Source: an optimization exercise on an open RTL-to-GDS flow (aim: small area and a short achievable clock period). Production flows keep margins and buffers that such runs may drop. The RTL was checked by simulation tests, not by an equivalence proof against the original design. Power figures rest on the tool's default switching activity, not on a simulated workload.

wip/umber:
// mul_simd_top
module mul_simd_top
(
   input  logic        clk,
   input  logic        rst_n,
   input  logic        in_valid,
   input  logic [1:0]  op,
   input  logic [31:0] a,
   input  logic [31:0] b,
   output logic        out_valid,
   output logic [63:0] result
);
   logic v1_r;
   always_ff @(posedge clk or negedge rst_n) begin
      if (!rst_n) begin
         v1_r      <= 1'b0;
         out_valid <= 1'b0;
      end else begin
         v1_r      <= in_valid;
         out_valid <= v1_r;
      end
   end
   logic wide, sgn;
   assign wide = ~op[1];
   assign sgn  = op[0];
   logic [3:0] w0_r;    
   logic       s0_r;
   logic [15:0] b0_r;
   logic [7:0]  bo0_r, bt0_r, bn0_r;    
   logic [7:0]  d0_one, d0_two;
   always_comb begin
      for (int j = 0; j < 8; j++) begin
         logic x2, x1, x0;
         x2 = a[0 + 2*j + 1];
         x1 = a[0 + 2*j];
         x0 = (j == 0) ? 1'b0 : (j == 4) ? (a[7] & wide) : a[0 + 2*j - 1];
         d0_one[j] = x1 ^ x0;
         d0_two[j] = (x2 & ~x1 & ~x0) | (~x2 & x1 & x0);
      end
   end
   logic [7:0] ml0_r, mh0_r;    
   logic       bx0_r;             
   logic [23:0] r0_r, r0_d;
   logic [15:0] r0_w;
   logic [7:0]  r0_b;
   logic [15:0] r0_wk;
   logic [7:0]  r0_bk;
  ...
Size: ~2100 cells after synthesis.
==> flow/config.mk <==
export PLATFORM = sky130hd
export DESIGN_NAME = mul_simd_top
export DESIGN_NICKNAME = mul_simd_top
export VERILOG_FILES = /design/flow/design.v
export SDC_FILE = /design/flow/constraint.sdc
export NUM_CORES = 4
export LEC_CHECK = 0
export CAP_MARGIN = 20
export CORE_MARGIN = 2
export CORE_UTILIZATION = 60
export CTS_BUF_LIST = sky130_fd_sc_hd__clkbuf_8 sky130_fd_sc_hd__clkbuf_16
export CTS_CLUSTER_DIAMETER = 100
export CTS_CLUSTER_SIZE = 24
export GPL_ROUTABILITY_DRIVEN = 0
export SLEW_MARGIN = 20
==> flow/constraint.sdc <==
create_clock -name core_clock -period 9.5 [get_ports {clk}]
set_input_delay 1.9000 -clock core_clock [delete_from_list [all_inputs] [get_ports {clk}]]
set_output_delay 1.9000 -clock core_clock [all_outputs]
set_load 0.01 [all_outputs]
standard.sh (not shown) runs the stock make flow with config.mk's settings and CLKGATE_MAP_FILE= SYNTH_SCRIPT=/design/flow/synth_recipe.tcl, a recipe that flattens the netlist after the stock synthesis.
==> flow/flow/run.sh <==
#!/bin/bash
# Own layout flow: the standard synthesis unchanged, then
#  - (if POLARITY=1) flow/polarity.py removes inverters between full-adder
#    cells of the synthesized netlist by choosing each adder's polarity
#    (registers, ports and the function are unchanged),
#  - the standard ORFS steps with a few resizer settings changed (knobs.sh):
#    port buffers are buf cells (the default pick is a slow delay buffer),
#    the resizer may swap cells across footprints, and repair_timing aims for
#    extra setup slack.
# Each step's full output goes to a log file in this folder.
set -euo pipefail
cd "$(dirname "$0")/.."
source flow/knobs.sh
R=orfs/results/sky130hd/mul_simd_top/base
bash standard.sh synth > flow_synth.log 2>&1
if [[ "${POLARITY:-0}" == 1 ]]; then
  cp $R/1_2_yosys.v flow_synth_netlist.v
  python3 flow/polarity.py $R/1_2_yosys.v > flow_polarity.log 2>&1
  rm -f $R/1_synth.odb $R/1_synth.sdc
fi
bash standard.sh "${KNOBS[@]}" finish > flow_layout.log 2>&1
==> flow/flow/knobs.sh <==
POLARITY=1
KNOBS=(
  MATCH_CELL_FOOTPRINT=0
  "BUFFER_PORTS_ARGS=-buffer_cell sky130_fd_sc_hd__buf_2"
  SETUP_SLACK_MARGIN=5.55
)
Other scripts of this flow, unchanged in this note and not shown: flow/flow/polarity.py
wip/umber finished every stage and its layout cleared the timing, DRC and antenna checks.
Setup changes, wip/umber to wip/violet
Settings: removing GPL_ROUTABILITY_DRIVEN (formerly 0).
-- flow/flow/knobs.sh --
<<< wip/umber, line 5
  SETUP_SLACK_MARGIN=5.55
>>> wip/violet, line 5
  SETUP_SLACK_MARGIN=5.45
Results
Summary of wip/violet over wip/umber: number of I/O pins about even; routed wire length rose 0.89%; non-clock buffer count fell 12; initial antenna violation count rose 1.
Diff wip/umber -> wip/violet | number of inserted filler cells in the final layout | increase of 43
Final-layout worst hold slack delta (wip/umber -> wip/violet): insignificant

---

Starting RTL as in the previous note.
==> flow/config.mk <==
export PLATFORM = sky130hd
export DESIGN_NAME = mul_simd_top
export DESIGN_NICKNAME = mul_simd_top
export VERILOG_FILES = /design/flow/design.v
export SDC_FILE = /design/flow/constraint.sdc
export NUM_CORES = 4
export LEC_CHECK = 0
export CAP_MARGIN = 20
export CORE_MARGIN = 2
export CORE_UTILIZATION = 60
export CTS_BUF_LIST = sky130_fd_sc_hd__clkbuf_8 sky130_fd_sc_hd__clkbuf_16
export CTS_CLUSTER_DIAMETER = 100
export CTS_CLUSTER_SIZE = 24
export SLEW_MARGIN = 20
==> flow/constraint.sdc <==
create_clock -name core_clock -period 9.5 [get_ports {clk}]
set_input_delay 1.9000 -clock core_clock [delete_from_list [all_inputs] [get_ports {clk}]]
set_output_delay 1.9000 -clock core_clock [all_outputs]
set_load 0.01 [all_outputs]
==> flow/flow/knobs.sh <==
POLARITY=1
KNOBS=(
  MATCH_CELL_FOOTPRINT=0
  "BUFFER_PORTS_ARGS=-buffer_cell sky130_fd_sc_hd__buf_2"
  SETUP_SLACK_MARGIN=5.35
)
Scripts as last shown in full above: flow/flow/run.sh
Other scripts of this flow, unchanged in this note and not shown: flow/flow/polarity.py
The starting point passed the timing, DRC and antenna checks.
Rerun with:
--- a/flow/flow/knobs.sh
+++ b/flow/flow/knobs.sh
@@ -5 +5 @@
-  SETUP_SLACK_MARGIN=5.35
+  SETUP_SLACK_MARGIN=5.2
Outcome: The changed run finished clean. Global-route usage increases by 0.29 points. Clock skew stays flat. Design area drops by 0.61%. Combinational power is about the same. Clock power grows by about 1%. Sequential power barely changes. Worst setup slack is worse by 0.064 ns. Total power stays flat. Clock-buffer cell count is unchanged. Die area is unchanged. Wire length decreases by 0.48%.

[afterwards: timing with drivers on the ports]
In the flow no input, the clock included, has a driving cell. The finished layouts below were timed again as built, in two steps.
Step 1: set_driving_cell puts a clkbuf_16 on clk and a buf_2 on each other input, an assumption about the parent block.
Step 2, shift: input delay + t, output delay - t, t = (earliest + latest rising clock arrival at the registers) / 2. This alone moves slack from input paths to output paths.
Three values: ideal, step 1, step 2; two values: the first two.
| run | t, ns | slack for setup (ns) | worst setup path after step 2 | slew at the worst register clock pin (ns) | cell pins on the clock port's net |
|---|---|---|---|---|---|
| wip/umber | 0.562 | 5.510 / 5.455 / 5.186 | input to register | 0.10 / 0.10 | 1 |
| wip/violet | 0.577 | 5.494 / 5.440 / 5.330 | input to register | 0.10 / 0.10 | 1 |
| the first run of note 2 | 0.555 | 5.423 / 5.404 / 5.423 | register to register | 0.10 / 0.10 | 1 |
| the second run of note 2 | 0.560 | 5.359 / 5.306 / 5.359 | register to register | 0.11 / 0.11 | 1 |
After both steps every run listed still meets setup and hold. For wip/umber, which loses most, drivers alone change the setup slack by -0.055 ns; drivers and shift together by -0.324 ns.
